This is an optimization exercise on Yosys and OpenROAD, whose aim is small area and a short achievable clock period, not a production implementation.
Where RTL was checked, it was by simulation tests only, not by an equivalence proof against the original.
No activity file was given, so power comes from the tool's default toggle rates.

Setup of run A:
// conv_top
module conv_top (
	input  logic    clk,
	input  logic    rst_n,
	input  logic    filter_valid,
	input  logic    image_valid,
	input  conv_pkg::sample_t in_data,
	output logic    out_valid,
	output conv_pkg::result_t out_data
);
For scale: about 1,200 cells after synthesis, about 25 I/O pins, ~18,000 um^2 of cells after synthesis.
==> flow/config.mk <==
export PLATFORM = sky130hd
export DESIGN_NAME = conv_top
export DESIGN_NICKNAME = conv_top
export VERILOG_FILES = /design/flow/design.v
export SDC_FILE = /design/flow/constraint.sdc
export NUM_CORES = 4
export LEC_CHECK = 0
export ABC_CLOCK_PERIOD_IN_PS = 2400
export CAP_MARGIN = 20
export CORE_MARGIN = 2
export CORE_UTILIZATION = 40
export CTS_BUF_LIST = sky130_fd_sc_hd__clkbuf_16
export CTS_CLUSTER_DIAMETER = 150
export CTS_CLUSTER_SIZE = 25
export SETUP_SLACK_MARGIN = 2.1
export SLEW_MARGIN = 20
export SYNTH_HIERARCHICAL = 1
==> flow/constraint.sdc <==
create_clock -name core_clock -period 4.5 [get_ports {clk}]
set_input_delay 0.9000 -clock core_clock [delete_from_list [all_inputs] [get_ports {clk}]]
set_output_delay 0.9000 -clock core_clock [all_outputs]
set_load 0.01 [all_outputs]
run.sh (not shown) runs the stock make flow with config.mk's settings and CLKGATE_MAP_FILE= SYNTH_SCRIPT=/design/flow/synth_recipe.tcl, a recipe that flattens the netlist after the stock synthesis.
#### Input delta (run B over run A)
- a change of SETUP_SLACK_MARGIN from 2.1 to 2.2
- a change of ABC_CLOCK_PERIOD_IN_PS from 2400 to 2300
[summary]
In the metrics for run B and run A, the one carrying the higher pin count of the biggest net entering global routing is run A. Compared with run A, in run B post-route worst setup slack went up 0.087 ns; fraction of standard cell area in multi-input logic went down 0.25 points; post-route cell area went up 1.9%; count of TritonRoute iterations in the first routing pass went down 1; total of max-cap violations held. Taking run A as the reference point, the share of post-route cells with drive strength above 1 of run B rises by 3.9 points. For run A, the capturing element of the worst setup path was u_horizontal_filter.rt_s0[36]$_DFF_P_, unlike run B, where it was u_horizontal_filter.out_data[11]$_DFF_P_.
Relative to run B, the following input files were edited for run C:
- putting ABC_AREA at 1 where nothing was set
Run C vs. run B: utilization went down by 0.69 points.
Taking run B as the reference, in run C post-synthesis area per instance went down about 25%; chip width has increased; first-pass GRT wire length climbed about 12%; share of final layout cell area taken by non-clock buffers decreased 0.70 points; detailed-route wire length now larger.
Run B reports its critical path endpoint as u_horizontal_filter.out_data[11]$_DFF_P_ while run C reports u_vertical_filter.ct_s0[28]$_DFF_P_.
Run C against run B: fraction of met3 tracks used by global routing down 0.76 points; placed standard-cell area up about 6%; share of the clock period used by the worst path after layout down 1.8 points; met2 wirelength from detailed routing up 1400 um.
Run comparison: run B worst-path cell with the longest stage delay dfxtp_2; run C worst-path cell with the longest stage delay clkdlybuf4s50_1


== raven ==
Another version of the RTL of conv_top (not shown whole).
Size: ~17000 sq um of cells after synthesis.
==> flow/config.mk <==
export PLATFORM = sky130hd
export DESIGN_NAME = conv_top
export DESIGN_NICKNAME = conv_top
export VERILOG_FILES = /design/flow/design.v
export SDC_FILE = /design/flow/constraint.sdc
export NUM_CORES = 4
export LEC_CHECK = 0
export ABC_CLOCK_PERIOD_IN_PS = 2050
export CAP_MARGIN = 20
export CORE_MARGIN = 2
export CORE_UTILIZATION = 40
export CTS_BUF_LIST = sky130_fd_sc_hd__clkbuf_16
export CTS_CLUSTER_DIAMETER = 150
export CTS_CLUSTER_SIZE = 25
export SETUP_SLACK_MARGIN = 2.6
export SLEW_MARGIN = 20
export SYNTH_HIERARCHICAL = 1
==> flow/constraint.sdc <==
create_clock -name core_clock -period 4.5 [get_ports {clk}]
set_input_delay 0.9000 -clock core_clock [delete_from_list [all_inputs] [get_ports {clk}]]
set_output_delay 0.9000 -clock core_clock [all_outputs]
set_load 0.01 [all_outputs]
The following lists how onyx was set up differently from raven:
- swapping 2.6 for 2.55 in SETUP_SLACK_MARGIN
- swapping 40 for 30 in CORE_UTILIZATION
==> notes.md <==
On final wirelength: between onyx and raven, it ends up lower for onyx. Reported for onyx and raven, area of the mapped netlist turned out identical to the last digit. Areal power density over the cells, onyx and raven: larger value in raven. Taking raven as the reference, in onyx number of rows created at floorplan went up by about 15%, final cell area excluding filler cells went down by 0.74%, met1 layer usage reported by global route went down by 4.7 points, net switching power of the design went down by about 4.5%.
--- input diff onyx..nickel ---
- CORE_UTILIZATION now 40, was 30
Results
Post-detailed-route via-to-cell ratio was higher in nickel than in onyx.
nickel vs onyx — area taken by multi-input logic gates rose about 0.46%.
Summary of nickel over onyx: final instance count without filler cells -about 11%; wire length the detailed router placed on met1 has decreased; overall power climbed 1.2%; global-route usage increased 4.1 points.
Number of iterations in the first detailed-routing pass: nickel > onyx
Looking at post-route minimum period, nickel sits 9.0 ps below onyx.
diff inputs: nickel => indigo
- SETUP_SLACK_MARGIN now 2.65, was 2.55
Findings:
- Looking at the reports, indigo completed the entire flow and the layout it produced met the timing, DRC and antenna checks.
- Any difference in fraction of power spent switching nets between nickel and indigo is small enough to ignore.
- indigo against nickel: total routing usage reported by global routing about even; routed wire length rose about 1.2%; total power divided by cell area rose about 0.4%; final hold slack about even; met1 usage in global routing about even.
- From nickel to indigo the numbers moved as follows: time the final worst path needs with I/O delays and setup went down 12 ps, switching power total went up by about 3.2%, number of fill cells in the layout down 34.
Here is what was changed in the inputs of tundra compared with indigo.
- SETUP_SLACK_MARGIN changed from 2.65 to 2.45
[summary]
Changes observed in tundra relative to indigo: total power density per cell area -5.6 nW/um^2; wire length -1.1%; worst endpoint data arrival time +1430 ps; standby leakage power -about 4.3%; vias after detailed routing -1.5%. tundra vs. indigo: length of routed wiring on met1 shows no meaningful change; post-CTS setup repair buffer count shows a reduction of 34. Per the comparison of tundra with indigo, delay of the slowest cell on the worst path has increased, maximum vdd ir drop moved down, clock buffer and inverter area fraction after layout went up 0.17 points.
Relative to tundra, the following input files were edited for amber:
- changing SETUP_SLACK_MARGIN from 2.45 to 2.75
amber completed every stage of the flow, and the final layout passed the timing, DRC and antenna checks. Compared amber vs tundra, and wire length per cell is up in amber. Comparing amber against tundra, there is no change at all in final setup violation count. Design internal power ends up higher on amber. amber against tundra: core utilization of the finished layout rose 3.3 points; part of the power in the clock network now smaller; largest net degree at the start of global routing has increased. Going from tundra to amber, final area increased 1400 sq um, worst setup slack increased 50 ps. amber has largest incremental delay on the critical path above what tundra had. Looking at tundra and amber, the worst slack on hold paths is a wash.


## yarrow
conv_top, a different RTL version from the one above (not shown whole).
Size: roughly 1100 cells after synthesis, ~25 I/O pins, roughly 17000 um^2 of cells after synthesis.
clock: 4.5 ns
lec_check: 0
abc_clock_period_in_ps: 2000
cap_margin: 20
core_margin: 2
core_utilization: 40
cts_buf_list: sky130_fd_sc_hd__clkbuf_16
cts_cluster_diameter: 150
cts_cluster_size: 25
setup_slack_margin: 2.5
slew_margin: 20
synth_hierarchical: 1
yarrow finished end to end and its layout was clean on timing, DRC and antenna.
Here is what was changed in the inputs of harbor compared with yarrow.
- SETUP_SLACK_MARGIN now 2.2, was 2.5
- CTS_BUF_LIST no longer set, was sky130_fd_sc_hd__clkbuf_16
- CTS_CLUSTER_SIZE no longer set, was 25
- ABC_CLOCK_PERIOD_IN_PS now 2300, was 2000
- CTS_CLUSTER_DIAMETER no longer set, was 150
## What came out
Going from yarrow to harbor, pin count of the biggest net entering global routing went down by 4.1%, fraction of area in multi-input gates lost 3.3 points, combinational cell fraction of total power decreased by 8.0 points relative to the old numbers, total power draw went up about 7%, filler-free cell count of the finished design now larger.
harbor reached the end of the flow, and the finished layout is clean on the timing, DRC and antenna checks.
### harbor -> sierra
- CORE_UTILIZATION now 65, was 40
- CTS_CLUSTER_DIAMETER now 150, previously not set
- CTS_BUF_LIST now sky130_fd_sc_hd__clkbuf_16, previously not set
- CTS_CLUSTER_SIZE now 25, previously not set
Findings:
- The setup slack of sierra is smaller than that of harbor.
- Re largest fanout on the critical path: sierra is 1 down on harbor.
- Taking harbor as the reference, in sierra via count of the first global-routing pass down 117, fmax saw little to no change.
- On count of vias placed by the detailed router, sierra and harbor are neck and neck.
- [sierra vs harbor] first-pass GRT wire length: lower in sierra
- sierra ended up with a higher global router's overall resource usage than harbor did.
The inputs of xenon differ from those of sierra as listed below.
- CTS_CLUSTER_SIZE: 25 -> 20
- CTS_BUF_LIST: sky130_fd_sc_hd__clkbuf_16 -> sky130_fd_sc_hd__clkbuf_8 sky130_fd_sc_hd__clkbuf_16
- CORE_UTILIZATION: 65 -> 40
- CTS_CLUSTER_DIAMETER: 150 -> 200
--- outcome ---
xenon: done, clean on timing, DRC and antenna. Row count (xenon / sierra): 1.3. [compare] base=sierra new=xenon: post-route clock skew flat, data-path buffer share of cell area in the final layout went down by 0.48 points, routed via count divided by cell count down 0.82.
#### Input delta (violet over xenon)
- CTS_CLUSTER_DIAMETER: 200 -> unset
- CTS_BUF_LIST: sky130_fd_sc_hd__clkbuf_8 sky130_fd_sc_hd__clkbuf_16 -> sky130_fd_sc_hd__clkbuf_4 sky130_fd_sc_hd__clkbuf_8
- CTS_CLUSTER_SIZE: 20 -> 30
Findings:
- Summary of violet over xenon: count of H-tree levels built during CTS went up by 2; number of diodes was more or less identical; final instance count without filler cells went up by about 5%.
- Comparing the two runs side by side, violet comes out behind xenon on leakage power.
- | total power | lower: xenon |
- Going from xenon to violet, total power divided by cell area rose 4.9%, core utilization rose 2.0 points, met2 global-route usage rose 0.34 points, required time of the critical path fell 30 ps.
- Relative to xenon, fraction of power consumed by the clock network has gone up in violet.


conv_top, a different RTL version from the one above (not shown whole).
For scale: roughly 1,100 cells after synthesis, roughly 16,000 µm² of cells after synthesis.
clock: 4.5 ns
lec_check: 0
abc_clock_period_in_ps: 2050
cap_margin: 20
core_margin: 2
core_utilization: 40
cts_buf_list: sky130_fd_sc_hd__clkbuf_16
cts_cluster_diameter: 150
cts_cluster_size: 25
setup_slack_margin: 2.55
slew_margin: 20
synth_hierarchical: 1
The starting point completed with no timing, DRC or antenna violations.
==> next run, changes <==
SETUP_SLACK_MARGIN = 2.45   (was 2.55)
Result:
- The new run passed the timing, DRC and antenna checks
- maximum frequency falls by a few percent
- global-route usage decreases by 0.16 points
- clock power falls by a few percent
Function was not checked in any run of this note: the RTL went through the layout flow alone.

==> port drivers added, routing unchanged <==
The flow's constraints put no driver on any port. The routed layouts listed below were extracted and timed again, unchanged, in two steps. Step 1, drivers: a clkbuf_16 drives clk and a buf_2 each remaining input, both assumed. Step 2 adds t to the input delays and takes it off the output delays; t is the mean of the earliest and latest rising clock arrival at the registers after step 1. Input paths then give back, and output paths get back, about the clock's delay inside the block. a / b / c = ideal / step 1 / step 2; a / b = the first two.
| run | t, ns | setup WS [ns] | worst setup path after step 2 | pins driven straight from the clock port |
|---|---|---|---|---|
| run A | 0.593 | 2.154 / 2.141 / 1.728 | input to register | 1 |
| run B | 0.595 | 2.241 / 2.241 / 1.753 | input to register | 1 |
| run C | 0.596 | 2.321 / 2.322 / 1.756 | input to register | 1 |
| raven | 0.595 | 2.532 / 2.480 / 2.043 | input to register | 1 |
| onyx | 0.599 | 2.532 / 2.481 / 2.032 | input to register | 1 |
| nickel | 0.599 | 2.541 / 2.492 / 1.998 | input to register | 1 |
| indigo | 0.598 | 2.553 / 2.503 / 2.089 | input to register | 1 |
| tundra | 0.603 | 2.484 / 2.436 / 1.911 | input to register | 1 |
| amber | 0.598 | 2.535 / 2.490 / 2.081 | input to register | 1 |
| yarrow | 0.575 | 2.118 / 2.118 / 1.669 | input to register | 1 |
| harbor | 0.629 | 2.088 / 2.088 / 1.712 | input to register | 1 |
| sierra | 0.571 | 2.083 / 2.083 / 1.650 | input to register | 1 |
| xenon | 0.610 | 2.108 / 2.108 / 1.555 | input to register | 1 |
| violet | 0.656 | 2.144 / 2.144 / 1.600 | input to register | 1 |
| the first run of note 4 | 0.583 | 2.515 / 2.515 / 2.163 | input to register | 1 |
| the second run of note 4 | 0.561 | 2.407 / 2.407 / 2.183 | input to register | 1 |
After both steps setup and hold are still met in every run listed. The setup slack of tundra, which loses most, moves by -0.048 ns with the drivers and by -0.573 ns with both steps.
